From an optimization exercise on the open Yosys and OpenROAD flow, aimed at small area, a short achievable clock period and few clock cycles; shortcuts taken in it are not production practice. At most, simulation tests tie the RTL to the original design; equivalence was not proved. Only the layout flow was run in run 1; the RTL was not checked for function there. Power figures rest on the tool's default switching activity, not on a simulated workload.

File: flow/constraint.sdc
create_clock -name core_clock -period 10.0 [get_ports {clk}]
set_input_delay 2.0000 -clock core_clock [delete_from_list [all_inputs] [get_ports {clk}]]
set_output_delay 2.0000 -clock core_clock [all_outputs]
set_load 0.01 [all_outputs]
File: flow/design.v
package mult_div_unit_pkg;
  localparam int MD_DATA_W    = 32;
  localparam int MD_DIV_STEPS = 32;
  localparam logic [5:0] FUNCT_MFHI  = 6'h10;
  localparam logic [5:0] FUNCT_MTHI  = 6'h11;
  localparam logic [5:0] FUNCT_MFLO  = 6'h12;
  localparam logic [5:0] FUNCT_MTLO  = 6'h13;
  localparam logic [5:0] FUNCT_MULT  = 6'h18;
  localparam logic [5:0] FUNCT_MULTU = 6'h19;
  localparam logic [5:0] FUNCT_DIV   = 6'h1A;
  localparam logic [5:0] FUNCT_DIVU  = 6'h1B;
  typedef enum logic [2:0] {
    MD_IDLE = 3'd0,
    MD_MUL  = 3'd1,
    MD_NORM = 3'd2,
    MD_DIV  = 3'd3,
    MD_FIX  = 3'd4
  } md_state_e;
  function automatic logic md_is_long_op(input logic [5:0] funct);
    md_is_long_op = (funct[5:2] == 4'b0110);
  endfunction
  function automatic logic md_is_signed_op(input logic [5:0] funct);
    md_is_signed_op = (funct == FUNCT_MULT) || (funct == FUNCT_DIV);
  endfunction
endpackage
module mult_div_unit_lzc (
  input  logic [31:0] x,
  output logic [5:0]  n
);
  logic [15:0] v1;
  logic [15:0] c1;
  logic [7:0]  v2;
  logic [15:0] c2;
  logic [3:0]  v3;
  logic [11:0] c3;
  logic [1:0]  v4;
  logic [7:0]  c4;
  logic        v5;
  logic [4:0]  c5;
  always_comb begin
    for (int i = 0; i < 16; i++) begin
      v1[i] = x[2*i+1] | x[2*i];
      c1[i] = ~x[2*i+1];
    end
    for (int i = 0; i < 8; i++) begin
      v2[i]         = v1[2*i+1] | v1[2*i];
      c2[2*i +: 2]  = v1[2*i+1] ? {1'b0, c1[2*i+1]} : {1'b1, c1[2*i]};
    end
    for (int i = 0; i < 4; i++) begin
      v3[i]         = v2[2*i+1] | v2[2*i];
      c3[3*i +: 3]  = v2[2*i+1] ? {1'b0, c2[2*(2*i+1) +: 2]} : {1'b1, c2[2*(2*i) +: 2]};
    end
    for (int i = 0; i < 2; i++) begin
      v4[i]         = v3[2*i+1] | v3[2*i];
      c4[4*i +: 4]  = v3[2*i+1] ? {1'b0, c3[3*(2*i+1) +: 3]} : {1'b1, c3[3*(2*i) +: 3]};
    end
    v5 = v4[1] | v4[0];
    c5 = v4[1] ? {1'b0, c4[7:4]} : {1'b1, c4[3:0]};
    n  = v5 ? {1'b0, c5} : 6'd32;
  end
endmodule
module mult_div_unit_booth_dec (
  input  logic [2:0] w,
  output logic [2:0] sel
);
  always_comb begin
    sel[0] = w[0] ^ w[1];
    sel[1] = (w[2] & ~w[1] & ~w[0]) | (~w[2] & w[1] & w[0]);
    sel[2] = w[2] & ~(w[1] & w[0]);
  end
endmodule
module mult_div_unit_booth_row (
  input  logic [32:0] a,
  input  logic [2:0]  sel,
  output logic [34:0] pp
);
  logic [34:0] mag;
  always_comb begin
    mag = ({35{sel[0]}} & {{2{a[32]}}, a}) | ({35{sel[1]}} & {a[32], a, 1'b0});
    pp  = mag ^ {35{sel[2]}};
  end
endmodule
module mult_div_unit_add_bk #(parameter int W = 33) (
  input  logic [W-1:0] a,
  input  logic [W-1:0] b,
  input  logic         cin,
  output logic [W-1:0] s,
  output logic         cout
);
  localparam int L = $clog2(W+1);
  logic [W:0] g [L+1];
  logic [W:0] p [L+1];
  logic [W:0] gg, pp;
  always_comb begin
    g[0][0] = cin; p[0][0] = 1'b0;
    for (int i = 0; i < W; i++) begin
      g[0][i+1] = a[i] & b[i];
      p[0][i+1] = a[i] ^ b[i];
    end
    for (int l = 1; l <= L; l++) begin
      g[l] = g[l-1]; p[l] = p[l-1];
      for (int i = 0; i <= W; i++) begin
        if (((i + 1) % (1 << l)) == 0) begin
          g[l][i] = g[l-1][i] | (p[l-1][i] & g[l-1][i - (1 << (l-1))]);
          p[l][i] = p[l-1][i] & p[l-1][i - (1 << (l-1))];
        end
      end
    end
    gg = g[L]; pp = p[L];
    for (int l = L - 1; l >= 1; l--) begin
      for (int i = 0; i <= W; i++) begin
        if (((i + 1) % (1 << l)) == (1 << (l-1)) && i >= (1 << l)) begin
          gg[i] = gg[i] | (pp[i] & gg[i - (1 << (l-1))]);
          pp[i] = pp[i] & pp[i - (1 << (l-1))];
        end
      end
    end
    for (int i = 0; i < W; i++) s[i] = p[0][i+1] ^ gg[i];
    cout = gg[W];
  end
endmodule
module mult_div_unit #(
  parameter int DATA_W    = mult_div_unit_pkg::MD_DATA_W,
  parameter int DIV_STEPS = mult_div_unit_pkg::MD_DIV_STEPS
) (
  input  logic              clk,
  input  logic              rst,
  input  logic              flush,
  input  logic              en,
  input  logic [5:0]        funct,
  input  logic [DATA_W-1:0] operand_1,
  input  logic [DATA_W-1:0] operand_2,
  output logic              busy,
  output logic [DATA_W-1:0] hi,
  output logic [DATA_W-1:0] lo,
  output logic              done
);
  mult_div_unit_pkg::md_state_e state;
  logic        last_q;       
  logic [4:0]  cnt_q;        
  logic [5:0]  sel_q;        
  logic        neg_a_q;      
  logic        neg_b_q;
  logic        div_zero_q;
  logic        swap_q;       
  logic        odd_q;        
  logic [5:0]  clz_a_q;      
  logic [5:0]  clz_b_q;
  logic        corr_a_q;
  logic        corr_b_q;
  logic [31:0] hi_q;
  logic [31:0] lo_q;
  logic [32:0] a_q;          
  logic [63:0] acc_q;        
  logic        start, is_mul, is_signed;
  logic [32:0] op1_x, op2_x;
  logic        op2_zero;
  logic [31:0] dsgn;
  logic [4:0]  k1, k2, k_init;
  logic [4:0]  win1, win2, win_init;
  logic [5:0]  sel_init;
  logic        swap;
  logic [32:0] mplier;
  logic [36:0] e_in;
  logic [31:0] y1, y2;
  logic [5:0]  clz_y1, clz_y2;
  logic        corr1, corr2;
  function automatic logic [9:0] md_chunks(input logic [32:0] x);
    logic [31:0] d;
    logic [8:1]  f;
    logic [36:0] e;
    logic [4:0]  k;
    logic [4:0]  w;
    d = x[31:0] ^ {32{x[32]}};
    for (int i = 1; i <= 8; i++) f[i] = (d >> (4*i-1)) == 32'd0;
    e = {{3{x[32]}}, x, 1'b0};
    k = 5'd8;
    w = e[36:32];
    for (int i = 8; i >= 1; i--) if (f[i]) k = 5'(i - 1);
    for (int j = 0; j < 8; j++) if (f[j+1] && (j == 0 || !f[j])) w = e[4*j +: 5];
    md_chunks = {k, w};
  endfunction
  always_comb begin
    start     = en && !flush && (state == mult_div_unit_pkg::MD_IDLE) && mult_div_unit_pkg::md_is_long_op(funct);
    is_mul    = !funct[1];
    is_signed = !funct[0];
    op1_x     = {is_signed & operand_1[31], operand_1};
    op2_x     = {is_signed & operand_2[31], operand_2};
    op2_zero  = (operand_2 == 32'd0);
    dsgn      = operand_2 ^ {32{op2_x[32]}};
    {k1, win1} = md_chunks(op1_x);
    {k2, win2} = md_chunks(op2_x);
    swap      = k1 < k2;
    k_init    = swap ? k1 : k2;
    win_init  = swap ? win1 : win2;
    mplier    = swap_q ? op1_x : op2_x;
    e_in      = {{3{mplier[32]}}, mplier, 1'b0};
    y1        = operand_1 ^ {32{op1_x[32]}};
    y2        = dsgn;
    corr1     = op1_x[32] && (((y1 >> 1) & ~y1) == 32'd0);
    corr2     = op2_x[32] && (((y2 >> 1) & ~y2) == 32'd0);
  end
  mult_div_unit_booth_dec u_dec_i0 (.w(win_init[2:0]), .sel(sel_init[2:0]));
  mult_div_unit_booth_dec u_dec_i1 (.w(win_init[4:2]), .sel(sel_init[5:3]));
  mult_div_unit_lzc u_lzc_1 (.x(y1), .n(clz_y1));
  mult_div_unit_lzc u_lzc_2 (.x(y2), .n(clz_y2));
  logic [34:0] pp0, pp1;
  logic [41:0] csa_x, csa_y, csa_z, csa_s, csa_c, u;
  logic [23:0] up_inc, up_dec, up_next;
  logic [63:0] acc_next;
  logic [4:0]  cnt_dec;
  logic [4:0]  win_next;
  logic [5:0]  sel_next;
  mult_div_unit_booth_row u_row0 (.a(a_q), .sel(sel_q[2:0]), .pp(pp0));
  mult_div_unit_booth_row u_row1 (.a(a_q), .sel(sel_q[5:3]), .pp(pp1));
  always_comb begin
    csa_x    = {2'b00, acc_q[35:0], 1'b0, sel_q[5], 1'b0, sel_q[2]};
    csa_y    = {{7{pp0[34]}}, pp0};
    csa_z    = {{5{pp1[34]}}, pp1, 2'b00};
    csa_s    = csa_x ^ csa_y ^ csa_z;
    csa_c    = {(csa_x[40:0] & csa_y[40:0]) | (csa_x[40:0] & csa_z[40:0]) | (csa_y[40:0] & csa_z[40:0]), 1'b0};
    u        = csa_s + csa_c;
    up_inc   = acc_q[59:36] + 24'd1;
    up_dec   = acc_q[59:36] - 24'd1;
    up_next  = u[41] ? up_dec : (u[40] ? up_inc : acc_q[59:36]);
    acc_next = {up_next, u[39:0]};
    cnt_dec  = cnt_q - 5'd1;
    win_next = 5'd0;
    for (int j = 0; j < 8; j++) if (cnt_dec[2:0] == 3'(j)) win_next = e_in[4*j +: 5];
  end
  mult_div_unit_booth_dec u_dec_n0 (.w(win_next[2:0]), .sel(sel_next[2:0]));
  mult_div_unit_booth_dec u_dec_n1 (.w(win_next[4:2]), .sel(sel_next[5:3]));
  logic [7:0]  shamt;
  logic [4:0]  sh;
  logic [31:0] a_neg, d_neg, a_abs, d_abs;
  logic [32:0] dsub1, dsub2;
  logic        q1, q2;
  logic [31:0] rem1, rem2, rem_next, quot_next;
  logic        need_fix;
  logic        a_neg_co, d_neg_co, dsub1_co, dsub2_co;
  logic        single;
  mult_div_unit_add_bk #(32) u_neg_a (.a(~a_q[31:0]), .b(32'd0), .cin(1'b1), .s(a_neg), .cout(a_neg_co));
  mult_div_unit_add_bk #(32) u_neg_d (.a(~acc_q[63:32]), .b(32'd0), .cin(1'b1), .s(d_neg), .cout(d_neg_co));
  mult_div_unit_add_bk #(33) u_sub1 (.a({1'b0, a_q[31:0]}), .b({1'b1, ~acc_q[63:32]}), .cin(1'b1), .s(dsub1), .cout(dsub1_co));
  mult_div_unit_add_bk #(33) u_sub2 (.a({1'b0, rem1}), .b({2'b11, ~acc_q[63:33]}), .cin(1'b1), .s(dsub2), .cout(dsub2_co));
  always_comb begin
    shamt     = {2'b00, clz_b_q} - {2'b00, clz_a_q} + {7'd0, corr_a_q} - {7'd0, corr_b_q};
    sh        = shamt[7] ? 5'd0 : shamt[4:0];
    a_abs     = neg_a_q ? a_neg : a_q[31:0];
    d_abs     = neg_b_q ? d_neg : acc_q[63:32];
    q1        = !dsub1[32];
    rem1      = q1 ? dsub1[31:0] : a_q[31:0];
    q2        = !dsub2[32];
    rem2      = q2 ? dsub2[31:0] : rem1;
    single    = odd_q && (cnt_q == 5'd0);
    rem_next  = single ? rem1 : rem2;
    quot_next = single ? {acc_q[30:0], q1} : {acc_q[29:0], q1, q2};
    need_fix  = neg_a_q || neg_b_q;
  end
  always_ff @(posedge clk) begin
    if (rst || flush) begin
      state  <= mult_div_unit_pkg::MD_IDLE;
      last_q <= 1'b0;
    end else begin
      case (state)
        mult_div_unit_pkg::MD_IDLE: begin
          if (start) begin
            last_q <= is_mul ? (k_init == 5'd0) : op2_zero;
            state  <= is_mul ? mult_div_unit_pkg::MD_MUL : mult_div_unit_pkg::MD_NORM;
          end
        end
        mult_div_unit_pkg::MD_MUL: begin
          last_q <= (cnt_q == 5'd1);
          if (last_q) state <= mult_div_unit_pkg::MD_IDLE;
        end
        mult_div_unit_pkg::MD_NORM: begin
          last_q <= (sh[4:1] == 4'd0) && !need_fix && !div_zero_q;
          state  <= div_zero_q ? mult_div_unit_pkg::MD_IDLE : mult_div_unit_pkg::MD_DIV;
        end
        mult_div_unit_pkg::MD_DIV: begin
          last_q <= ((cnt_q == 5'd1) && !need_fix) || ((cnt_q == 5'd0) && need_fix);
          if (cnt_q == 5'd0) state <= last_q ? mult_div_unit_pkg::MD_IDLE : mult_div_unit_pkg::MD_FIX;
        end
        mult_div_unit_pkg::MD_FIX: begin
          last_q <= 1'b0;
          state  <= mult_div_unit_pkg::MD_IDLE;
        end
        default: state <= mult_div_unit_pkg::MD_IDLE;
      endcase
    end
  end
  always_ff @(posedge clk) begin
    case (state)
      mult_div_unit_pkg::MD_IDLE: begin
        a_q        <= (is_mul && swap) ? op2_x : op1_x;
        swap_q     <= swap;
        acc_q      <= {is_mul ? 32'd0 : operand_2, 32'd0};
        cnt_q      <= k_init;
        sel_q      <= sel_init;
        neg_a_q    <= op1_x[32];
        neg_b_q    <= op2_x[32];
        div_zero_q <= op2_zero;
        clz_a_q    <= clz_y1;
        clz_b_q    <= clz_y2;
        corr_a_q   <= corr1;
        corr_b_q   <= corr2;
      end
      mult_div_unit_pkg::MD_MUL: begin
        acc_q <= acc_next;
        cnt_q <= cnt_dec;
        sel_q <= sel_next;
      end
      mult_div_unit_pkg::MD_NORM: begin
        a_q          <= {1'b0, a_abs};
        acc_q[63:32] <= d_abs << sh;
        cnt_q        <= {1'b0, sh[4:1]};
        odd_q        <= !sh[0];
      end
      mult_div_unit_pkg::MD_DIV: begin
        a_q   <= {1'b0, rem_next};
        acc_q <= {(cnt_q == 5'd0) ? quot_next : {2'b00, acc_q[63:34]}, quot_next};
        cnt_q <= cnt_dec;
      end
      default: ;
    endcase
  end
  always_ff @(posedge clk) begin
    if (rst) begin
      hi_q <= '0;
      lo_q <= '0;
    end else if (!flush) begin
      case (state)
        mult_div_unit_pkg::MD_IDLE: begin
          if (en && (funct == mult_div_unit_pkg::FUNCT_MTHI)) hi_q <= operand_1;
          if (en && (funct == mult_div_unit_pkg::FUNCT_MTLO)) lo_q <= operand_1;
        end
        mult_div_unit_pkg::MD_MUL: begin
          if (last_q) begin
            hi_q <= acc_next[63:32];
            lo_q <= acc_next[31:0];
          end
        end
        mult_div_unit_pkg::MD_DIV: begin
          if (last_q) begin
            hi_q <= rem_next;
            lo_q <= quot_next;
          end
        end
        mult_div_unit_pkg::MD_FIX: begin
          hi_q <= neg_a_q ? a_neg : a_q[31:0];
          lo_q <= (neg_a_q ^ neg_b_q) ? d_neg : acc_q[63:32];
        end
        default: ;
      endcase
    end
  end
  assign busy = mult_div_unit_pkg::md_is_long_op(funct) && !last_q;
  assign done = last_q && !flush;
  assign hi   = hi_q;
  assign lo   = lo_q;
endmodule
File: flow/config.mk
export PLATFORM = sky130hd
export DESIGN_NAME = mult_div_unit
export DESIGN_NICKNAME = mult_div_unit
export VERILOG_FILES = /design/flow/design.v
export SDC_FILE = /design/flow/constraint.sdc
export NUM_CORES = 4
export LEC_CHECK = 0
export CAP_MARGIN = 20
export CORE_MARGIN = 2
export CORE_UTILIZATION = 40
export SLEW_MARGIN = 20
File: flow/standard.sh
#!/bin/bash
# synth_recipe.tcl (not shown) runs the flow's synth.tcl, then flattens the netlist and writes it again
# the make line also repeats each setting of config.mk as NAME=value (left out here)
make -C /OpenROAD-flow-scripts/flow DESIGN_CONFIG=/design/flow/config.mk WORK_HOME=/design/flow/orfs CLKGATE_MAP_FILE= SYNTH_SCRIPT=/design/flow/synth_recipe.tcl "${@:-finish}"
File: flow/flow/run.sh
#!/bin/bash
# Standard synthesis, then the standard layout with faster port buffers and a tighter
# timing-repair target aimed at the worst paths.
set -euo pipefail
bash standard.sh synth > synth.log 2>&1
bash standard.sh SETUP_SLACK_MARGIN=5.4 TNS_END_PERCENT=10 "BUFFER_PORTS_ARGS=-buffer_cell sky130_fd_sc_hd__buf_2" finish > layout.log 2>&1
==> summary.txt, run 1 <==
The buffer depth of the longest clock path is 2. The share of synthesized area occupied by flip-flops and latches is 18.7%. The maximum frequency from static timing analysis is 153 MHz.

In the post-synthesis netlist, the biggest area contributors are sky130_fd_sc_hd__edfxtp_1 14%, sky130_fd_sc_hd__ha_1 7.5%, sky130_fd_sc_hd__mux2i_1 5.7%, sky130_fd_sc_hd__nor2_1 5.2%, sky130_fd_sc_hd__fa_1 5.1%. The worst-margin pin slew came out at 1.26 ns. The worst register-to-register path ends at hi_q[29]. Of all flip-flops after synthesis, the portion carrying an async set or reset was 0%. The remaining max-slew budget at the tightest pin is 15.5%.

The routability congestion estimate from global placement came out at 1.04. Setup repair after global routing could not meet its margin everywhere. The share of post-route cells with drive strength above 1 came out at 15.5%.

Leaving out fill and tap cells, the most frequent cell in the layout is sky130_fd_sc_hd__nor2_1. The cell area power density is 212 nW/um^2. In this run the static leakage power is 12.6 nW.

The starting DRC count in detailed routing came out at 4,743. The most critical setup path has its endpoint at hi_q[29]. In the layout the commonest cells are 376 x sky130_fd_sc_hd__nor2_1, 298 x sky130_fd_sc_hd__nand2_1, 209 x sky130_fd_sc_hd__a21oi_1, 181 x sky130_fd_sc_hd__o21ai_0, 152 x sky130_fd_sc_hd__buf_4. The arrival time at the worst endpoint is 6.98 ns. The required time of the worst setup path came out at 10.43 ns. The final-report hold violation count came out at 0.

The synthesized area per cell came out at 7.63 um^2. The flow ran to the end and the layout has no timing, DRC or antenna violations. The via count of the first global-routing pass is 29,000.

For the final database, setup skew stands at 0.0197 ns. The number of warning messages in the yosys log came out at 12. In this run the biggest area consumer among cell types represents 13.8% of the synthesized area. The number of buffers inserted for hold repair after clock tree synthesis came out at 0. The count of flip-flops with a built-in enable after synthesis is 127. In this run the remaining antenna-violating nets after routing total 0.

Of all cell types, the one taking the most synthesized area is sky130_fd_sc_hd__edfxtp_1. The final-report max-slew violation count came to 0. Dividing the detail-routed wire length by the instance count gives 32.4 um. The floorplan row count came out at 96. STA classifies the critical path startpoint as a flop. The quantity of I/O buffers inserted on ports is 139. The synthesized area came out at 27,700 um^2. The tightest min-delay check is of the flop to flop type.

The worst setup path is captured at a flop. The net count of the mapped netlist came out at 3,938. The worst setup path category is flop to flop. Across every metal layer, demand over resource in global routing totals 40.5%. The global-route wire length before repair came out at 208,000 um.

The wire length after detailed routing came out at 149,000 um. The total power came out at 6.72 mW. The area taken by flip-flops and latches is 5170 um^2.

The clock reaches the later pin of the worst-skew pair after 0.54 ns. The fraction of the cycle the final worst path needs is 65.5%. The number of levels in the clock H-tree came out at 4. Synthesis handed over a netlist of 3,629 instances. The distinct cell type count of the synthesized netlist is 92. IR analysis of the VDD net gives a maximum drop of 0.000141 V. After detailed routing, the number of remaining DRC violations is 0. The number of storage elements in the synthesis netlist came out at 195. The most critical setup path has its startpoint at acc_q[52].

Dividing the detail-routed via count by the number of cells gives 6.87. For this run, the leading register cell type out of synthesis is sky130_fd_sc_hd__edfxtp_1. In this run the critical register-to-register path is launched from acc_q[52]. The number of antenna violations at the first check in global routing was 11. The area growth from synthesis to layout came out at 14.1%. In this run the power spent charging and discharging nets is 3.63 mW.

The die height came out at 267 um. The depth of the worst hold-timing path came out at 2. The number of vias in the routed layout is 31,500. The multi-input combinational cell area came out at 21,700 um^2. Of all nets on the critical path, the largest fanout is 13.

The final critical-path required period is 6.55 ns. The summed negative setup slack over all endpoints is 0 ns. Summed over all layers, the global routing overflow is 0.

The clock net sink count is 195. The net count reported at finish is 3,951. The width of the die is 267 um. The relative contribution of combinational cells to total power is 73.9%. The initial core utilization came out at 40.4%. Internal power comes to 3.09 mW. Net switching is 54.0% of the power. The part of the power in registers came out at 14.9%.

Counting the fill cells in the layout gives 6,972. The tree is rooted in a sky130_fd_sc_hd__clkbuf_16. 140 I/O pins were placed.

The post-CTS clock slew at the launch and capture registers of the worst setup and hold paths came out at 0.09 ns. The number of detailed-route iterations in the first pass is 9. The placed wire-length estimate after detailed placement came out at 109,000 um. The worst setup slack for register-to-register paths came out at 3.45 ns. The number of cells on the worst reg-to-reg path came out at 27. Clock tree synthesis inserted a total of 17 buffers. The max-cap violation count came out at 0. Measured on the finished design, the core utilization comes to 46.1%. The placeable core area came out at 68,600 um^2. Setup violations remaining at the end of the flow were counted as 0.

The power share of the clock group is 11.2%. The area of the die is 71,400 um^2. Entering global routing, the biggest net connects 68 pins. The clock tree from TritonCTS is built.
==> kinds of logic (layout without fill, tap and decap cells) <==
group,count (synthesis),count (layout),share of synthesized area [%]
muxes,193,193,7.62
AOI/OAI and AO/OA,1157,1158,28.8
adders and majority gates,235,235,12.5
buffers and inverters,483,508,6.67
and+or+nand+nor,1190,1190,20.1
DFF,195,195,18.7
other,0,5,0
xor gates and xnor gates,176,176,5.62
==> sequential cells by signal, summed over array words and instances (netlist names) <==
register    flops
state           3
neg_a_q         1
clz_a_q         6
corr_b_q        1
last_q          1
cnt_q           5
neg_b_q         1
clz_b_q         6
acc_q          64
hi_q           32
a_q            33
sel_q           6
corr_a_q        1
swap_q          1
lo_q           32
odd_q           1
div_zero_q      1
==> final cells by class <==
cell class	instances	area share, %
clock buffers	17	1.35
repair buffers	308	7.35
flip-flops and latches	195	16.4
multi-input cells	2952	68.6
repair inverters	1	0.0277
clock inverters	15	0.479
diodes	5	0.0396
inverters	167	2.11
well taps	931	3.68
==> critical path, cell delays in order (launching register included) <==
cell                       delay (ns)
sky130_fd_sc_hd__edfxtp_1        0.49
sky130_fd_sc_hd__inv_2           0.20
sky130_fd_sc_hd__ha_1            0.31
sky130_fd_sc_hd__a21o_1          0.20
sky130_fd_sc_hd__a21o_1          0.19
sky130_fd_sc_hd__a21oi_2         0.20
sky130_fd_sc_hd__and3b_1         0.23
sky130_fd_sc_hd__a21oi_4         0.08
sky130_fd_sc_hd__o211a_1         0.25
sky130_fd_sc_hd__nor2_2          0.13
sky130_fd_sc_hd__a21oi_2         0.07
sky130_fd_sc_hd__fa_2            0.46
sky130_fd_sc_hd__buf_8           0.20
sky130_fd_sc_hd__buf_4           0.20
sky130_fd_sc_hd__o21ai_0         0.37
sky130_fd_sc_hd__ha_1            0.31
sky130_fd_sc_hd__or3_1           0.34
sky130_fd_sc_hd__o21ai_1         0.30
sky130_fd_sc_hd__a211oi_2        0.12
sky130_fd_sc_hd__o21a_1          0.20
sky130_fd_sc_hd__o21ai_1         0.11
sky130_fd_sc_hd__nand2b_1        0.12
sky130_fd_sc_hd__buf_4           0.17
sky130_fd_sc_hd__a31oi_4         0.18
sky130_fd_sc_hd__fa_1            0.42
sky130_fd_sc_hd__o21ai_2         0.18
sky130_fd_sc_hd__a221oi_2        0.09
sky130_fd_sc_hd__a311oi_1        0.29
==> power by group through the flow <==
stage / logic, mW / clock network (mW) / registers (mW)
4_1_cts: 4.60 / 0.749 / 0.997
2_1_floorplan: 3.24 / 0 / 0.955
6_report: 4.96 / 0.749 / 1.00
3_5_place_dp: 4.41 / 0 / 1.04
5_1_grt: 5.29 / 0.770 / 1.00
3_3_place_gp: 4.42 / 0 / 1.04
==> what timing repair did <==
item	4_1_cts	5_1_grt
endpoints found under the setup margin	132	145
resized for setup	56	210
setup buffers	44	49
gates cloned	3	5
pin swaps	15	46
==> Yosys cell counts (all sizes together), types with 54 or more instances <==
| library cell | count |
|---|---|
| a211oi | 70 |
| a21o | 75 |
| a21oi | 226 |
| a22oi | 85 |
| clkbuf | 274 |
| dfxtp | 68 |
| edfxtp | 127 |
| fa | 70 |
| ha | 165 |
| inv | 165 |
| mux2i | 159 |
| nand2 | 307 |
| nand3 | 96 |
| nor2 | 387 |
| nor3 | 92 |
| o211ai | 54 |
| o21ai | 210 |
| xnor2 | 145 |
==> worst min path at each step <==
stage / from / end / slack, ns
2_1_floorplan: last_q / state[2] / 0.48
3_3_place_gp: lo_q[21] / lo_q[21] / 0.44
4_1_cts: lo_q[21] / lo_q[21] / 0.46
3_5_place_dp: lo_q[17] / lo_q[17] / 0.45
5_1_grt: lo_q[17] / lo_q[17] / 0.49
6_report: lo_q[17] / lo_q[17] / 0.46
==> per-stage QoR <==
step	cell area (um^2)	setup slack, ns	std cells	hold slack, ns
2_1_floorplan	27900	3.88	3629	0.477
6_report	31600	3.45	4591	0.459
3_3_place_gp	29000	2.52	4453	0.441
4_1_cts	30300	3.63	4532	0.464
5_1_grt	31600	3.24	4587	0.487
3_5_place_dp	29000	2.44	4453	0.453
==> layer usage <==
layer	GRT usage (%)	share of wire, %	up-vias
li1	-	-	13600
met1	50.4	37	15100
met2	59.8	41	2312
met3	11.7	13	587
met4	29.1	8.8	4
met5	0	0.016	-
==> run 2: changes to the inputs <==
--- a/flow/design.v
+++ b/flow/design.v
@@ -143,7 +143,7 @@
   logic        neg_b_q;
   logic        div_zero_q;
   logic        swap_q;       
-  logic        odd_q;        
+  logic        short_q;      
   logic [5:0]  clz_a_q;      
   logic [5:0]  clz_b_q;
   logic        corr_a_q;
@@ -165,6 +165,8 @@
   logic [31:0] y1, y2;
   logic [5:0]  clz_y1, clz_y2;
   logic        corr1, corr2;
+  logic [7:0]  shamt_in;
+  logic        short_div;
   function automatic logic [9:0] md_chunks(input logic [32:0] x);
     logic [31:0] d;
     logic [8:1]  f;
@@ -204,6 +206,10 @@
   mult_div_unit_booth_dec u_dec_i1 (.w(win_init[4:2]), .sel(sel_init[5:3]));
   mult_div_unit_lzc u_lzc_1 (.x(y1), .n(clz_y1));
   mult_div_unit_lzc u_lzc_2 (.x(y2), .n(clz_y2));
+  always_comb begin
+    shamt_in  = {2'b00, clz_y2} - {2'b00, clz_y1} + {7'd0, corr1} - {7'd0, corr2};
+    short_div = shamt_in[7];
+  end
   logic [34:0] pp0, pp1;
   logic [41:0] csa_x, csa_y, csa_z, csa_s, csa_c, u;
   logic [23:0] up_inc, up_dec, up_next;
@@ -233,28 +239,22 @@
   logic [7:0]  shamt;
   logic [4:0]  sh;
   logic [31:0] a_neg, d_neg, a_abs, d_abs;
-  logic [32:0] dsub1, dsub2;
-  logic        q1, q2;
-  logic [31:0] rem1, rem2, rem_next, quot_next;
+  logic [32:0] dsub;
+  logic        qbit;
+  logic [31:0] rem_next, quot_next;
   logic        need_fix;
-  logic        a_neg_co, d_neg_co, dsub1_co, dsub2_co;
-  logic        single;
+  logic        a_neg_co, d_neg_co, dsub_co;
   mult_div_unit_add_bk #(32) u_neg_a (.a(~a_q[31:0]), .b(32'd0), .cin(1'b1), .s(a_neg), .cout(a_neg_co));
   mult_div_unit_add_bk #(32) u_neg_d (.a(~acc_q[63:32]), .b(32'd0), .cin(1'b1), .s(d_neg), .cout(d_neg_co));
-  mult_div_unit_add_bk #(33) u_sub1 (.a({1'b0, a_q[31:0]}), .b({1'b1, ~acc_q[63:32]}), .cin(1'b1), .s(dsub1), .cout(dsub1_co));
-  mult_div_unit_add_bk #(33) u_sub2 (.a({1'b0, rem1}), .b({2'b11, ~acc_q[63:33]}), .cin(1'b1), .s(dsub2), .cout(dsub2_co));
+  mult_div_unit_add_bk #(33) u_sub (.a({1'b0, a_q[31:0]}), .b({1'b1, ~acc_q[63:32]}), .cin(1'b1), .s(dsub), .cout(dsub_co));
   always_comb begin
     shamt     = {2'b00, clz_b_q} - {2'b00, clz_a_q} + {7'd0, corr_a_q} - {7'd0, corr_b_q};
     sh        = shamt[7] ? 5'd0 : shamt[4:0];
     a_abs     = neg_a_q ? a_neg : a_q[31:0];
     d_abs     = neg_b_q ? d_neg : acc_q[63:32];
-    q1        = !dsub1[32];
-    rem1      = q1 ? dsub1[31:0] : a_q[31:0];
-    q2        = !dsub2[32];
-    rem2      = q2 ? dsub2[31:0] : rem1;
-    single    = odd_q && (cnt_q == 5'd0);
-    rem_next  = single ? rem1 : rem2;
-    quot_next = single ? {acc_q[30:0], q1} : {acc_q[29:0], q1, q2};
+    qbit      = !dsub[32];
+    rem_next  = qbit ? dsub[31:0] : a_q[31:0];
+    quot_next = {acc_q[30:0], qbit};
     need_fix  = neg_a_q || neg_b_q;
   end
   always_ff @(posedge clk) begin
@@ -265,7 +265,7 @@
       case (state)
         mult_div_unit_pkg::MD_IDLE: begin
           if (start) begin
-            last_q <= is_mul ? (k_init == 5'd0) : op2_zero;
+            last_q <= is_mul ? (k_init == 5'd0) : (op2_zero || short_div);
             state  <= is_mul ? mult_div_unit_pkg::MD_MUL : mult_div_unit_pkg::MD_NORM;
           end
         end
@@ -274,8 +274,8 @@
           if (last_q) state <= mult_div_unit_pkg::MD_IDLE;
         end
         mult_div_unit_pkg::MD_NORM: begin
-          last_q <= (sh[4:1] == 4'd0) && !need_fix && !div_zero_q;
-          state  <= div_zero_q ? mult_div_unit_pkg::MD_IDLE : mult_div_unit_pkg::MD_DIV;
+          last_q <= (sh == 5'd0) && !need_fix && !last_q;
+          state  <= last_q ? mult_div_unit_pkg::MD_IDLE : mult_div_unit_pkg::MD_DIV;
         end
         mult_div_unit_pkg::MD_DIV: begin
           last_q <= ((cnt_q == 5'd1) && !need_fix) || ((cnt_q == 5'd0) && need_fix);
@@ -300,6 +300,7 @@
         neg_a_q    <= op1_x[32];
         neg_b_q    <= op2_x[32];
         div_zero_q <= op2_zero;
+        short_q    <= short_div;
         clz_a_q    <= clz_y1;
         clz_b_q    <= clz_y2;
         corr_a_q   <= corr1;
@@ -313,12 +314,11 @@
       mult_div_unit_pkg::MD_NORM: begin
         a_q          <= {1'b0, a_abs};
         acc_q[63:32] <= d_abs << sh;
-        cnt_q        <= {1'b0, sh[4:1]};
-        odd_q        <= !sh[0];
+        cnt_q        <= sh;
       end
       mult_div_unit_pkg::MD_DIV: begin
         a_q   <= {1'b0, rem_next};
-        acc_q <= {(cnt_q == 5'd0) ? quot_next : {2'b00, acc_q[63:34]}, quot_next};
+        acc_q <= {(cnt_q == 5'd0) ? quot_next : {1'b0, acc_q[63:33]}, quot_next};
         cnt_q <= cnt_dec;
       end
       default: ;
@@ -340,6 +340,12 @@
             lo_q <= acc_next[31:0];
           end
         end
+        mult_div_unit_pkg::MD_NORM: begin
+          if (short_q && !div_zero_q) begin
+            hi_q <= a_q[31:0];
+            lo_q <= 32'd0;
+          end
+        end
         mult_div_unit_pkg::MD_DIV: begin
           if (last_q) begin
             hi_q <= rem_next;
==> flow/flow/run.sh (replaced) <==
#!/bin/bash
# Standard synthesis, then the standard layout with faster port buffers and a tighter
# timing-repair target aimed at the worst paths.
set -euo pipefail
bash standard.sh synth > synth.log 2>&1
bash standard.sh SETUP_SLACK_MARGIN=5.6 TNS_END_PERCENT=30 "BUFFER_PORTS_ARGS=-buffer_cell sky130_fd_sc_hd__buf_2" finish > layout.log 2>&1
==> summary.txt, run 2 <==
The kind of cell adding the most delay to the critical path is compound AO/OA/AOI/OAI gates (unchanged). The mean number of vias per cell came out at 6.79 (was 6.87). Run status: complete, no violations (unchanged). The portion of synthesized cell area occupied by the leading cell type came out at 14.4% (was 13.8%).

The worst hold-check slack came to 0.465 ns (was 0.459 ns). The number of levels in the clock H-tree was 4 (unchanged). The fraction of the cycle the final worst path needs was 53.7% (was 65.5%).

The wire length after detailed routing is 139,000 um (was 149,000 um). The fill cell instance count of the final layout came to 6,306 (was 6,972). The most common library cell in the layout ignoring fill and taps was sky130_fd_sc_hd__nor2_1 (unchanged). The post-CTS clock slew at the launch and capture registers of the worst setup and hold paths came to 0.09 ns (about the same). The distinct cell type count of the synthesized netlist came out at 99 (was 92). Commonest non-fill, non-tap cells in the layout: 361 x sky130_fd_sc_hd__nor2_1, 321 x sky130_fd_sc_hd__nand2_1, 301 x sky130_fd_sc_hd__a21oi_1, 239 x sky130_fd_sc_hd__buf_4, 151 x sky130_fd_sc_hd__inv_1 (was 376 x sky130_fd_sc_hd__nor2_1, 298 x sky130_fd_sc_hd__nand2_1, 209 x sky130_fd_sc_hd__a21oi_1, 181 x sky130_fd_sc_hd__o21ai_0, 152 x sky130_fd_sc_hd__buf_4). The net count of the mapped netlist is 3,809 (was 3,938).

The number of vias in the routed layout came out at 30,700 (was 31,500). The top-level port count was 140 (unchanged). The peak supply drop came to 0.000145 V (was 0.000141 V). The path category of the worst min-delay check is flop to flop (unchanged). The width of the die came out at 262 um (was 267 um).

The gate count of the mapped netlist came out at 3,532 (was 3,629). The multi-input combinational cell area came out at 21,600 um^2 (was 21,700 um^2). The core utilization of the finished layout is 49.6% (was 46.1%). The number of detailed-route iterations in the first pass is 6 (was 9). The total buffers and inverters traversed by the critical path came out at 4 (unchanged). The number of storage elements in the synthesis netlist is 195 (unchanged).

The routability congestion estimate from global placement is 1.03 (was 1.04). The number of endpoints failing setup at the final stage is 0 (unchanged). The share of flip-flops with an asynchronous set or reset is 0% (unchanged). The cell occurring most often along the worst timing path is sky130_fd_sc_hd__a21oi_2. The arrival time at the worst endpoint was 5.76 ns (was 6.98 ns). The average wire per cell in the routed design is 30.6 um (was 32.4 um).

The cell area power density came out at 239 nW/um^2 (was 212 nW/um^2). The area taken by flip-flops and latches came out at 5180 um^2 (was 5170 um^2). The net count reported at finish came out at 3,921 (was 3,951). The switching power total is 4.01 mW (was 3.63 mW). The global-route total usage across every layer was 39.3% (was 40.5%). The synthesized area is 26,600 um^2 (was 27,700 um^2). The worst slack after detailed placement came to 3.27 ns (was 2.44 ns).

The clock insertion delay at the later pin of the skew report came out at 0.54 ns (about the same). The summed negative setup slack over all endpoints is 0 ns (unchanged). The number of buffers inserted during clock tree synthesis is 17 (unchanged). The maximum frequency from static timing analysis is 186 MHz (was 153 MHz). The highest net fanout along the worst path is 7 (was 13). The number of antenna violations at the first check in global routing was 4 (was 11). The worst setup path category is input pin to flop (was flop to flop). The number of warning messages in the yosys log came out at 12 (unchanged).

The placed wire-length estimate after detailed placement is 95,700 um (was 109,000 um). The final-report hold violation count is 0 (unchanged). The critical path's slowest cell was sky130_fd_sc_hd__fa_2 (was sky130_fd_sc_hd__edfxtp_1). The required time of the worst setup path is 10.38 ns (was 10.43 ns). The synthesized area per cell is 7.52 um^2 (was 7.63 um^2).

The number of nets still failing antenna checks after routing is 0 (unchanged). The area of the die came out at 68,500 um^2 (was 71,400 um^2). The cell at the root of the clock tree was sky130_fd_sc_hd__clkbuf_16 (unchanged).

The register containing the most flip-flops in the final layout is acc_q (unchanged). The power share of the clock group came out at 9.8% (was 11.2%). The floorplan row count is 94 (was 96). The number of design rule violations left after detail routing came to 0 (unchanged). The initial core utilization is 40.4% (about the same). Top cells by area in the synthesized netlist: sky130_fd_sc_hd__edfxtp_1 14%, sky130_fd_sc_hd__ha_1 6.9%, sky130_fd_sc_hd__a21oi_1 6.3%, sky130_fd_sc_hd__mux2i_1 5.6%, sky130_fd_sc_hd__nor2_1 5.4% (was sky130_fd_sc_hd__edfxtp_1 14%, sky130_fd_sc_hd__ha_1 7.5%, sky130_fd_sc_hd__mux2i_1 5.7%, sky130_fd_sc_hd__nor2_1 5.2%, sky130_fd_sc_hd__fa_1 5.1%). The maximum number of pins on one net before global-route repair is 67 (was 68). The kind of capture point of the worst setup path is a flop (unchanged). Registers with the most flip-flops: acc_q: 64 flops, a_q: 33 flops (unchanged).

The quantity of I/O buffers inserted on ports is 139 (unchanged). The share of synthesized area occupied by flip-flops and latches came out at 19.5% (was 18.7%). The switching fraction of total power is 51.4% (was 54.0%).

The setup skew after layout came out at 0.0271 ns (was 0.0197 ns). Setup repair after global routing missed its margin: true (unchanged). Synth cell count leaders: 383 x sky130_fd_sc_hd__nor2_1, 332 x sky130_fd_sc_hd__a21oi_1, 326 x sky130_fd_sc_hd__nand2_1, 273 x sky130_fd_sc_hd__clkbuf_1, 159 x sky130_fd_sc_hd__inv_1 (was 387 x sky130_fd_sc_hd__nor2_1, 307 x sky130_fd_sc_hd__nand2_1, 274 x sky130_fd_sc_hd__clkbuf_1, 225 x sky130_fd_sc_hd__a21oi_1, 209 x sky130_fd_sc_hd__o21ai_0). The most common flop cell mapped by yosys is sky130_fd_sc_hd__edfxtp_1 (unchanged). The placeable core area is 65,700 um^2 (was 68,600 um^2).

The remaining max-slew budget at the tightest pin came out at 27.2% (was 15.5%). The leakage power total came out at 13.0 nW (was 12.6 nW). The share of post-route cells with drive strength above 1 came to 23.1% (was 15.5%). The worst-margin pin slew is 1.09 ns (was 1.26 ns). The area growth from synthesis to layout is 22.7% (was 14.1%). The relative contribution of combinational cells to total power came out at 77.5% (was 73.9%). The number of flip-flops under the largest register name came out at 64 (unchanged).

The largest stage delay on the critical path is 0.55 ns (was 0.49 ns). The starting DRC count in detailed routing is 4,720 (was 4,743). The count of flip-flops with a built-in enable after synthesis is 127 (unchanged). The via count of the first global-routing pass is 28,000 (was 29,000). The global-route wire length before repair is 195,000 um (was 208,000 um). The final-report max-slew violation count came out at 0 (unchanged). The final critical-path required period was 5.37 ns (was 6.55 ns). The max-cap violation count came out at 0 (unchanged).

The part of the power in registers is 12.7% (was 14.9%). The biggest area consumer among synthesized cells is sky130_fd_sc_hd__edfxtp_1 (unchanged). The library cell with the highest instance count after synthesis is sky130_fd_sc_hd__nor2_1 (unchanged). The worst setup slack after layout is 4.63 ns (was 3.45 ns). The antenna diode count came to 0 (was 5). The total internal power came out at 3.79 mW (was 3.09 mW). The clock tree from TritonCTS was built (unchanged). The leftover overflow at the end of global routing was 0 (unchanged). The startpoint type of the worst setup path is an input pin (was flop). The clock net sink count came out at 195 (unchanged).

The die height is 262 um (was 267 um). Walking the worst path, the cells encountered are buf_12 > nand2b_4 > buf_6 > a21oi_2 > a221o_1 > a21boi_2 > a2bb2oi_2 > a21bo_2 > a21boi_1 > a2bb2oi_2 > a32oi_1 > ha_2 > inv_2 > fa_2 > inv_2 > ha_4 > nor2b_4 > a41o_1 > a21o_1 > a21oi_2 > o21ai_2 > a21oi_2. The buffer depth of the longest clock path is 2 (unchanged).
run 2: changes by cell type in the layout (fill, tap and decap cells not counted), moves of 25 or more:
cell | previous run | this run
sky130_fd_sc_hd__a22oi_2 | 1 | 30
sky130_fd_sc_hd__buf_2 | 113 | 88
sky130_fd_sc_hd__o21ai_0 | 181 | 103
sky130_fd_sc_hd__ha_4 | 11 | 36
sky130_fd_sc_hd__nand3_1 | 95 | 66
sky130_fd_sc_hd__ha_1 | 151 | 105
sky130_fd_sc_hd__buf_4 | 152 | 239
sky130_fd_sc_hd__a21oi_1 | 209 | 301
sky130_fd_sc_hd__nor3_1 | 85 | 114
sky130_fd_sc_hd__buf_6 | 11 | 38
run 2: tightest hold or removal path, cell delays in order, from the launching register on:
cell and delay (ns):
sky130_fd_sc_hd__dfxtp_1 0.32, sky130_fd_sc_hd__nand2_1 0.05, sky130_fd_sc_hd__a21oi_1 0.05
run 2: timing repair:
item	in CTS	in global routing
buffers inserted	143	51
gates cloned	15	1
hold buffers	0	0
gates resized for setup	364	168
endpoints found under the setup margin	136	135
pin swaps	119	103
hold endpoints to repair	0	0
run 2: cell families after synthesis:
logic type | count (synthesis) | share of synthesized area [%]
AO/OA/AOI/OAI | 1074 | 26.8
XOR/XNOR | 174 | 5.79
adder cells (fa/ha/maj) | 203 | 11.1
buffers and inverters | 480 | 7.05
flip-flops | 195 | 19.5
multiplexers | 199 | 8.24
AND/OR/NAND/NOR | 1207 | 21.4
run 2: per-layer routing:
metal / vias up / global-route usage, % / routed length [um]
met5: - / 0 / 27
met2: 2440 / 55.9 / 55800
met1: 14500 / 49.1 / 50000
li1: 13200 / - / -
met4: 4 / 31.5 / 13800
met3: 587 / 11.9 / 18900
run 2: final cells by class:
class	instances	area share, %
Sequential cell	195	15.9
Clock inverter	13	0.472
Tap cell	864	3.32
Timing Repair inverter	3	0.0806
Inverter	164	1.99
Timing Repair Buffer	405	10.6
Clock buffer	19	1.39
Multi-Input combinational cell	2858	66.2
run 2: path summary, 6_finish.rpt:
kind / from / to / slack (ns) / cells past startpoint
worst max-delay path: funct[0] / short_q / 4.63 / 22
worst min-delay path: lo_q[7] / lo_q[7] / 0.46 / 2
worst max register to register: sel_q[1] / acc_q[44] / 4.99 / 17
worst min register to register: lo_q[7] / lo_q[7] / 0.46 / 2
run 2: through the flow:
step / total power [mW] / instance area, um^2 / cells
floorplan: 4.10 / 26800 / 3532
global placement: 5.33 / 27700 / 4279
detailed placement: 5.32 / 27700 / 4279
CTS: 7.06 / 31400 / 4469
global route: 8.12 / 32600 / 4521
finish: 7.80 / 32600 / 4521
run 2: power by group through the flow:
stage                     Sequential [mW]  Clock (mW)  Combinational (mW)
after CTS                           0.985       0.764                5.31
after global routing                0.990       0.790                6.34
after global placement               1.04           0                4.29
after detailed placement             1.04           0                4.28
after floorplan                     0.950           0                3.15
final                               0.989       0.764                6.05
Testbench counts of run 2, summed over its fixed seeds: cycles 30,141.
==> run 3: changes to the inputs <==
==> flow/flow/run.sh (replaced) <==
#!/bin/bash
# Standard synthesis, then the standard layout with faster port buffers and a tighter
# timing-repair target aimed at the worst paths.
set -euo pipefail
bash standard.sh synth > synth.log 2>&1
bash standard.sh SETUP_SLACK_MARGIN=5.0 TNS_END_PERCENT=10 "BUFFER_PORTS_ARGS=-buffer_cell sky130_fd_sc_hd__buf_2" finish > layout.log 2>&1
==> summary.txt, run 3 <==
The number of antenna violations at the first check in global routing came to 8 (was 4). The total power is 6.89 mW (was 7.80 mW). The synthesized area per cell came out at 7.52 um^2 (unchanged). Commonest non-fill, non-tap cells in the layout: 364 x sky130_fd_sc_hd__nor2_1, 324 x sky130_fd_sc_hd__nand2_1, 315 x sky130_fd_sc_hd__a21oi_1, 194 x sky130_fd_sc_hd__buf_4, 154 x sky130_fd_sc_hd__inv_1 (was 361 x sky130_fd_sc_hd__nor2_1, 321 x sky130_fd_sc_hd__nand2_1, 301 x sky130_fd_sc_hd__a21oi_1, 239 x sky130_fd_sc_hd__buf_4, 151 x sky130_fd_sc_hd__inv_1).

The number of design rule violations left after detail routing came out at 0 (unchanged). Registers with the most flip-flops: acc_q: 64 flops, a_q: 33 flops (unchanged). The remaining max-slew budget at the tightest pin is 27.6% (was 27.2%).

The maximum frequency from static timing analysis is 186 MHz (about the same). The most common library cell in the layout ignoring fill and taps was sky130_fd_sc_hd__nor2_1 (unchanged). The net count of the mapped netlist is 3,809 (unchanged). The maximum number of pins on one net before global-route repair came to 80 (was 67). The number of nets still failing antenna checks after routing came out at 0 (unchanged). The final-report max-slew violation count was 0 (unchanged). The distinct cell type count of the synthesized netlist came to 99 (unchanged).

The post-CTS clock slew at the launch and capture registers of the worst setup and hold paths came out at 0.08 ns (was 0.09 ns). Synth cell count leaders: 383 x sky130_fd_sc_hd__nor2_1, 332 x sky130_fd_sc_hd__a21oi_1, 326 x sky130_fd_sc_hd__nand2_1, 273 x sky130_fd_sc_hd__clkbuf_1, 159 x sky130_fd_sc_hd__inv_1 (unchanged). The synthesized area is 26,600 um^2 (unchanged). The number of standard cells in the final layout excluding fillers came to 4,450 (was 4,521).

The end of the critical path is a_q[31] (was short_q). The number of buffers inserted during clock tree synthesis came to 17 (unchanged). The library cell with the highest instance count after synthesis is sky130_fd_sc_hd__nor2_1 (unchanged). Run status: complete, no violations (unchanged). The setup skew after layout came to 0.0183 ns (was 0.0271 ns).

The kind of capture point of the worst setup path is a flop (unchanged). The worst flop-to-flop path startpoint is a_q[15] (was sel_q[1]). The count of flip-flops with a built-in enable after synthesis came to 127 (unchanged). The number of cells on the worst reg-to-reg path came to 14 (was 17).

The number of warning messages in the yosys log is 12 (unchanged). The width of the die came out at 262 um (unchanged). The register containing the most flip-flops in the final layout is acc_q (unchanged). The worst-margin pin slew is 1.06 ns (was 1.09 ns). The buffer depth of the longest clock path is 2 (unchanged). The global-route wire length before repair is 188,000 um (was 195,000 um).

The depth of the worst hold-timing path came out at 2 (unchanged). The required time of the worst setup path is 10.24 ns (was 10.38 ns). The cell at the root of the clock tree was sky130_fd_sc_hd__clkbuf_16 (unchanged). The die height is 262 um (unchanged). The worst setup slack after layout came out at 4.64 ns (was 4.63 ns).

The number of vias in the routed layout is 30,200 (was 30,700). The worst hold-check slack came out at 0.458 ns (was 0.465 ns). The share of post-route cells with drive strength above 1 is 17.9% (was 23.1%).

The gate count of the mapped netlist came out at 3,532 (unchanged). The destination of the worst register-to-register timing path is acc_q[38] (was acc_q[44]). The summed negative setup slack over all endpoints is 0 ns (unchanged). Setup repair after global routing missed its margin: true (unchanged).

The number of flip-flops under the largest register name was 64 (unchanged). The global-route total usage across every layer is 37.9% (was 39.3%). The clock tree from TritonCTS is built (unchanged). The number of endpoints failing setup at the final stage came to 0 (unchanged). The routability congestion estimate from global placement is 1.03 (about the same).

The worst setup path category was input pin to flop (unchanged). The source of the critical timing path is operand_2[31] (was funct[0]). The fraction of the cycle the final worst path needs is 53.6% (was 53.7%). The fill cell instance count of the final layout came out at 6,515 (was 6,306).

The floorplan row count came out at 94 (unchanged). The cell area power density is 224 nW/um^2 (was 239 nW/um^2). The quantity of I/O buffers inserted on ports is 139 (unchanged). The area of the die is 68,500 um^2 (unchanged).

The share of synthesized area occupied by flip-flops and latches was 19.5% (unchanged). The initial core utilization is 40.4% (unchanged). The cell total after placement is 4,275 (was 4,279).

The highest net fanout along the worst path came out at 16 (was 7). The max-cap violation count is 0 (unchanged). The number of storage elements in the synthesis netlist is 195 (unchanged).

The arrival time at the worst endpoint is 5.61 ns (was 5.76 ns). The biggest area consumer among synthesized cells was sky130_fd_sc_hd__edfxtp_1 (unchanged). The clock net sink count came out at 195 (unchanged). The number of levels in the clock H-tree came out at 4 (unchanged). The startpoint type of the worst setup path is an input pin (unchanged). The number of detailed-route iterations in the first pass came out at 7 (was 6). The starting DRC count in detailed routing came out at 4,582 (was 4,720).

The placed wire-length estimate after detailed placement is 95,800 um (was 95,700 um). The worst slack after detailed placement is 3.28 ns (was 3.27 ns). The path category of the worst min-delay check was flop to flop (unchanged). The final-report hold violation count was 0 (unchanged). The final critical-path required period came out at 5.36 ns (was 5.37 ns). The clock insertion delay at the later pin of the skew report came to 0.53 ns (was 0.54 ns). The top-level port count came out at 140 (unchanged). The portion of synthesized cell area occupied by the leading cell type came out at 14.4% (unchanged). The wire length after detailed routing came out at 134,000 um (was 139,000 um).

The net count reported at finish is 3,847 (was 3,921). Top cells by area in the synthesized netlist: sky130_fd_sc_hd__edfxtp_1 14%, sky130_fd_sc_hd__ha_1 6.9%, sky130_fd_sc_hd__a21oi_1 6.3%, sky130_fd_sc_hd__mux2i_1 5.6%, sky130_fd_sc_hd__nor2_1 5.4% (unchanged). The placeable core area came to 65,700 um^2 (unchanged). The peak supply drop came out at 0.000134 V (was 0.000145 V). The worst setup slack for register-to-register paths is 4.76 ns (was 4.99 ns). The average wire per cell in the routed design came out at 30.1 um (was 30.6 um). The leftover overflow at the end of global routing came to 0 (unchanged). The leakage power total is 12.4 nW (was 13.0 nW). The via count of the first global-routing pass is 26,900 (was 28,000).

The share of flip-flops with an asynchronous set or reset came out at 0% (unchanged). The most common flop cell mapped by yosys is sky130_fd_sc_hd__edfxtp_1 (unchanged). The area growth from synthesis to layout is 15.8% (was 22.7%). The mean number of vias per cell came out at 6.78 (was 6.79).
-- run 3: through the flow --
stage	instance area, um^2	utilization, %
2_1_floorplan	26800	-
6_report	30700	46.8
5_1_grt	30700	46.8
3_3_place_gp	27700	42.2
3_5_place_dp	27700	42.2
4_1_cts	29500	44.8
-- run 3: cell type report --
cell class / instances / area [um^2] / share of cell area, %
multi-input cells: 2859 / 20600 / 67.0
flip-flops and latches: 195 / 5180 / 16.8
repair buffers: 330 / 2560 / 8.33
well taps: 864 / 1080 / 3.52
inverters: 164 / 646 / 2.10
clock buffers: 20 / 500 / 1.63
clock inverters: 12 / 135 / 0.439
repair inverters: 3 / 33.8 / 0.110
diodes: 3 / 7.51 / 0.0244
-- run 3: logic make-up (layout without fill, tap and decap cells) --
family                     Yosys count  after routing  share of synthesized area [%]
AOI/OAI and AO/OA                 1074           1075                           26.8
xor gates and xnor gates           174            174                           5.79
adders and majority gates          203            203                           11.1
buffers and inverters              480            529                           7.05
DFF                                195            195                           19.5
muxes                              199            199                           8.24
other                                0              3                              0
and+or+nand+nor                   1207           1208                           21.4
-- run 3: worst max-delay path: stages --
cell	delay (ns)
sky130_fd_sc_hd__buf_6	0.18
sky130_fd_sc_hd__nand2b_4	0.13
sky130_fd_sc_hd__buf_4	0.17
sky130_fd_sc_hd__buf_4	0.14
sky130_fd_sc_hd__and2_1	0.19
sky130_fd_sc_hd__o21ai_4	0.28
sky130_fd_sc_hd__nor3_4	0.07
sky130_fd_sc_hd__buf_4	0.16
sky130_fd_sc_hd__a21oi_1	0.17
sky130_fd_sc_hd__inv_1	0.07
sky130_fd_sc_hd__ha_1	0.27
sky130_fd_sc_hd__or3_1	0.34
sky130_fd_sc_hd__o21ai_1	0.08
sky130_fd_sc_hd__a31oi_1	0.09
sky130_fd_sc_hd__a21o_4	0.29
sky130_fd_sc_hd__nor2_4	0.13
sky130_fd_sc_hd__buf_12	0.14
sky130_fd_sc_hd__bufbuf_16	0.35
sky130_fd_sc_hd__mux2i_1	0.21
sky130_fd_sc_hd__o221ai_1	0.12
-- run 3: worst min path at each step --
stage                     startpoint  slack [ns]      end
after floorplan              lo_q[0]        0.48  lo_q[0]
after global placement       lo_q[7]        0.45  lo_q[7]
after detailed placement     lo_q[7]        0.45  lo_q[7]
after CTS                    lo_q[7]        0.46  lo_q[7]
after global routing         lo_q[7]        0.50  lo_q[7]
final                        lo_q[7]        0.46  lo_q[7]
-- run 3: report_power, final --
part           leakage [nW]  internal [mW]  total, mW  switching, mW
sequential             2.00          0.908      0.996         0.0878
clock                 0.304          0.376      0.781          0.405
combinational          10.1           1.94       5.12           3.18
-- run 3: layer usage --
layer  share of wire [%]  up-vias  GRT usage, %
met5               0.038        -             0
met1                  37    14200          47.2
met4                 9.5        8          29.0
met2                  40     2365          54.6
met3                  13      562          11.9
li1                    -    13000             -
-- run 3: what timing repair did --
item | CTS | global route
gates cloned | 8 | 2
setup endpoints to repair | 108 | 118
resized for setup | 175 | 119
hold buffers | 0 | 0
setup buffers | 49 | 81
pin swaps | 50 | 28
==> run 4: changes to the inputs <==
==> flow/flow/run.sh (replaced) <==
#!/bin/bash
# Standard synthesis, then the standard layout with faster port buffers and a tighter
# timing-repair target aimed at the worst paths.
set -euo pipefail
bash standard.sh synth > synth.log 2>&1
bash standard.sh SETUP_SLACK_MARGIN=5.4 TNS_END_PERCENT=10 "BUFFER_PORTS_ARGS=-buffer_cell sky130_fd_sc_hd__buf_2" finish > layout.log 2>&1
==> summary.txt, run 4 <==
Run status: complete, no violations (unchanged). The portion of synthesized cell area occupied by the leading cell type is 14.4% (unchanged). The final critical-path required period came out at 5.37 ns (was 5.36 ns). The switching power total came to 3.94 mW (was 3.67 mW). The via count of the first global-routing pass is 27,200 (was 26,900). The startpoint type of the worst setup path is an input pin (unchanged). The top-level port count came out at 140 (unchanged). Setup repair after global routing missed its margin: true (unchanged). The part of the power in registers is 13.2% (was 14.4%). The worst setup slack after layout came out at 4.63 ns (was 4.64 ns). The area taken by flip-flops and latches came to 5180 um^2 (unchanged). The count of flip-flops with a built-in enable after synthesis came to 127 (unchanged). The number of levels in the clock H-tree came to 4 (unchanged).

The highest net fanout along the worst path came out at 10 (was 16). The maximum frequency from static timing analysis came out at 186 MHz (about the same). The number of antenna violations at the first check in global routing is 4 (was 8). The leakage power total came to 12.8 nW (was 12.4 nW). The max-cap violation count came out at 0 (unchanged).

The register containing the most flip-flops in the final layout is acc_q (unchanged). The worst hold-check slack is 0.458 ns (about the same). The final-report max-slew violation count came to 0 (unchanged). The worst slack after detailed placement came out at 3.32 ns (was 3.28 ns). The number of buffers inserted for hold repair after clock tree synthesis came to 0 (unchanged). The post-CTS clock slew at the launch and capture registers of the worst setup and hold paths is 0.08 ns (about the same). The global-route wire length before repair came out at 188,000 um (about the same). The met1 track utilization from global routing was 47.4% (was 47.2%).

The cell total after placement is 4,275 (unchanged). The clock tree from TritonCTS is built (unchanged). The placeable core area came to 65,700 um^2 (unchanged). The most common library cell in the layout ignoring fill and taps is sky130_fd_sc_hd__nor2_1 (unchanged). The net count of the mapped netlist is 3,809 (unchanged). The number of design rule violations left after detail routing is 0 (unchanged). The most congested layer reported by global routing is met2 (unchanged). The number of nets still failing antenna checks after routing came out at 0 (unchanged). The clock insertion delay at the later pin of the skew report came out at 0.54 ns (was 0.53 ns). Top cells by area in the synthesized netlist: sky130_fd_sc_hd__edfxtp_1 14%, sky130_fd_sc_hd__ha_1 6.9%, sky130_fd_sc_hd__a21oi_1 6.3%, sky130_fd_sc_hd__mux2i_1 5.6%, sky130_fd_sc_hd__nor2_1 5.4% (unchanged). The number of buffers inserted during clock tree synthesis came to 17 (unchanged). The global-route total usage across every layer came to 37.9% (about the same). The area growth from synthesis to layout is 20.1% (was 15.8%).

The setup skew after layout is 0.0257 ns (was 0.0183 ns). The gate count of the mapped netlist came to 3,532 (unchanged). The share of flip-flops with an asynchronous set or reset came out at 0% (unchanged). The kind of capture point of the worst setup path is a flop (unchanged). The number of flip-flops under the largest register name came out at 64 (unchanged). The biggest area consumer among synthesized cells was sky130_fd_sc_hd__edfxtp_1 (unchanged). The path category of the worst min-delay check is flop to flop (unchanged). The number of vias in the routed layout was 30,400 (was 30,200). The share of synthesized area occupied by flip-flops and latches is 19.5% (unchanged). The routability congestion estimate from global placement came out at 1.01 (was 1.03).

The switching fraction of total power is 52.3% (was 53.2%). The number of endpoints failing setup at the final stage is 0 (unchanged). The net count reported at finish came out at 3,906 (was 3,847). The number of warning messages in the yosys log came out at 12 (unchanged). The peak supply drop is 0.000179 V (was 0.000134 V). The area of the die is 68,500 um^2 (unchanged).

The average wire per cell in the routed design is 30.4 um (was 30.1 um). The total internal power was 3.59 mW (was 3.22 mW). The fraction of the cycle the final worst path needs is 53.7% (was 53.6%). Commonest non-fill, non-tap cells in the layout: 361 x sky130_fd_sc_hd__nor2_1, 323 x sky130_fd_sc_hd__nand2_1, 310 x sky130_fd_sc_hd__a21oi_1, 238 x sky130_fd_sc_hd__buf_4, 150 x sky130_fd_sc_hd__inv_1 (was 364 x sky130_fd_sc_hd__nor2_1, 324 x sky130_fd_sc_hd__nand2_1, 315 x sky130_fd_sc_hd__a21oi_1, 194 x sky130_fd_sc_hd__buf_4, 154 x sky130_fd_sc_hd__inv_1). The relative contribution of combinational cells to total power came to 77.0% (was 74.2%). The placed wire-length estimate after detailed placement came out at 95,800 um (about the same).

The remaining max-slew budget at the tightest pin is 13.4% (was 27.6%). Series of cell instances along the critical path: buf_12 > nand2b_4 > buf_4 > inv_6 > nand3_2 > o41ai_4 > nand2_1 > or2_4 > or3_4 > a31oi_4 > ha_1 > a21o_1 > a21o_1 > a21o_1 > a21o_1 > xor2_1 > inv_1 > ha_4 > a21oi_2 > and3b_1 > o21ai_1 > a41oi_2 (was buf_6 > nand2b_4 > buf_4 > buf_4 > and2_1 > o21ai_4 > nor3_4 > buf_4 > a21oi_1 > inv_1 > ha_1 > or3_1 > o21ai_1 > a31oi_1 > a21o_4 > nor2_4 > buf_12 > bufbuf_16 > mux2i_1 > o221ai_1). Synth cell count leaders: 383 x sky130_fd_sc_hd__nor2_1, 332 x sky130_fd_sc_hd__a21oi_1, 326 x sky130_fd_sc_hd__nand2_1, 273 x sky130_fd_sc_hd__clkbuf_1, 159 x sky130_fd_sc_hd__inv_1 (unchanged). The worst setup path category is input pin to flop (unchanged). The buffer depth of the longest clock path came to 2 (unchanged). The synthesized area came out at 26,600 um^2 (unchanged). The cell at the root of the clock tree was sky130_fd_sc_hd__clkbuf_16 (unchanged). The die height is 262 um (unchanged). The met3 usage in global routing is 11.7% (was 11.9%). The arrival time at the worst endpoint was 5.78 ns (was 5.61 ns). The worst-margin pin slew was 1.29 ns (was 1.06 ns). The distinct cell type count of the synthesized netlist is 99 (unchanged). Registers with the most flip-flops: acc_q: 64 flops, a_q: 33 flops (unchanged). The mean number of vias per cell was 6.75 (was 6.78). The clock net sink count is 195 (unchanged). The summed negative setup slack over all endpoints is 0 ns (unchanged).

The number of detailed-route iterations in the first pass came to 9 (was 7). The multi-input combinational cell area is 21,200 um^2 (was 20,600 um^2). The core utilization of the finished layout was 48.5% (was 46.8%).

The width of the die is 262 um (unchanged). The initial core utilization came out at 40.4% (unchanged). The fill cell instance count of the final layout came out at 6,470 (was 6,515). The leftover overflow at the end of global routing came out at 0 (unchanged). The most common flop cell mapped by yosys is sky130_fd_sc_hd__edfxtp_1 (unchanged). The worst setup slack for register-to-register paths is 4.86 ns (was 4.76 ns).

The cell area power density came to 236 nW/um^2 (was 224 nW/um^2). The wire length after detailed routing is 137,000 um (was 134,000 um). The met2 usage is 53.9% (was 54.6%). The floorplan row count came out at 94 (unchanged). The number of storage elements in the synthesis netlist came out at 195 (unchanged). The library cell with the highest instance count after synthesis was sky130_fd_sc_hd__nor2_1 (unchanged). The power share of the clock group came to 9.8% (was 11.3%). The final-report hold violation count came out at 0 (unchanged). The number of standard cells in the final layout excluding fillers came to 4,508 (was 4,450). The cell occurring most often along the worst timing path is sky130_fd_sc_hd__a21o_1 (was sky130_fd_sc_hd__buf_4). The quantity of I/O buffers inserted on ports is 139 (unchanged). The largest stage delay on the critical path was 0.37 ns (was 0.35 ns). The required time of the worst setup path is 10.41 ns (was 10.24 ns).

The critical path's slowest cell is sky130_fd_sc_hd__or3_4 (was sky130_fd_sc_hd__bufbuf_16). The maximum number of pins on one net before global-route repair is 67 (was 80). The starting DRC count in detailed routing is 5,221 (was 4,582).

The synthesized area per cell came out at 7.52 um^2 (unchanged). The share of post-route cells with drive strength above 1 is 21.3% (was 17.9%).
## run 4: what timing repair did
action | CTS | global route
setup buffers | 46 | 136
pin swaps | 50 | 60
resized for setup | 173 | 270
endpoints found under the setup margin | 123 | 135
cloned | 7 | 9
## run 4: layout make-up
class / count / area share, %
multi-input combinational: 2859 / 66.4
clock inverter: 14 / 0.443
clock buffer: 18 / 1.38
antenna: 2 / 0.0157
sequential: 195 / 16.2
timing repair buffer: 389 / 10.0
inverter: 164 / 2.06
timing repair inverter: 3 / 0.0824
tap: 864 / 3.39
## run 4: critical path, delay by kind of cell
kind / cells / cell delay (ns)
AO/OA/AOI/OAI: 9 / 1.27
adder cells (fa/ha/maj): 2 / 0.57
XOR/XNOR: 1 / 0.19
buffers and inverters: 4 / 0.50
AND/OR/NAND/NOR: 6 / 1.22
## run 4: logic make-up after synthesis
| family | count (synthesis) | share of synthesized area [%] |
|---|---|---|
| buf+inv | 480 | 7.05 |
| mux | 199 | 8.24 |
| flops | 195 | 19.5 |
| compound gates | 1074 | 26.8 |
| xor+xnor | 174 | 5.79 |
| simple gates | 1207 | 21.4 |
| fa+ha+maj | 203 | 11.1 |
## run 4: per-layer routing
metal  up-vias  share of wire [%]
met4         4                9.4
met3       553                 14
met1     14400                 36
li1      13100                  -
met2      2401                 40
met5         -               0.15
## run 4: stage by stage
stage	area, um^2	power, mW
3_5_place_dp	27700	5.34
5_1_grt	31900	7.85
4_1_cts	29400	6.18
2_1_floorplan	26800	4.10
6_report	31900	7.53
3_3_place_gp	27700	5.35
## run 4: power groups by stage
stage	clock network, mW	logic (mW)	registers (mW)
finish	0.741	5.80	0.993
global route	0.762	6.09	0.993
CTS	0.743	4.42	1.01
detailed placement	0	4.31	1.03
global placement	0	4.32	1.03
floorplan	0	3.14	0.950
## run 4: final timing paths
kind,depth (start not counted),to,from
hold / removal,2,lo_q[0],lo_q[0]
setup / recovery,22,last_q,funct[0]
setup reg to reg,13,acc_q[31],a_q[4]
hold reg to reg,2,lo_q[0],lo_q[0]

## separate check: timing with driven ports
The results above use ideal ports. As a check the final layouts listed here were re-extracted and re-timed, cells and wires unchanged.
Step 1, drivers: a clkbuf_16 drives clk and a buf_2 each remaining input, both assumed.
Step 2 moves the port delays by t, midway between the first and last clock arrival at a register: inputs arrive t later, outputs are due t later. That takes back most of the time a late clock gives input paths.
Slacks: no drivers / after step 1 / after step 2; pairs: no drivers / after step 1.
| run | t, ns | setup slack, ns | worst hold slack (ns) | clock arrival spread, ns | cell pins on the clock port's net |
|---|---|---|---|---|---|
| run 1 | 0.595 | 3.452 / 3.452 / 3.452 | 0.459 / 0.459 / 0.459 | 0.020 / 0.021 | 1 |
| run 2 | 0.591 | 4.627 / 4.631 / 4.041 | 0.465 / 0.465 / 0.465 | 0.027 / 0.027 | 1 |
| run 3 | 0.594 | 4.637 / 4.670 / 4.076 | 0.458 / 0.458 / 0.458 | 0.018 / 0.018 | 1 |
| run 4 | 0.588 | 4.628 / 4.641 / 4.053 | 0.458 / 0.458 / 0.458 | 0.026 / 0.026 | 1 |
After both steps setup and hold are still met in every run listed. The setup slack of run 2, which loses most, moves by +0.004 ns with the drivers and by -0.586 ns with both steps.
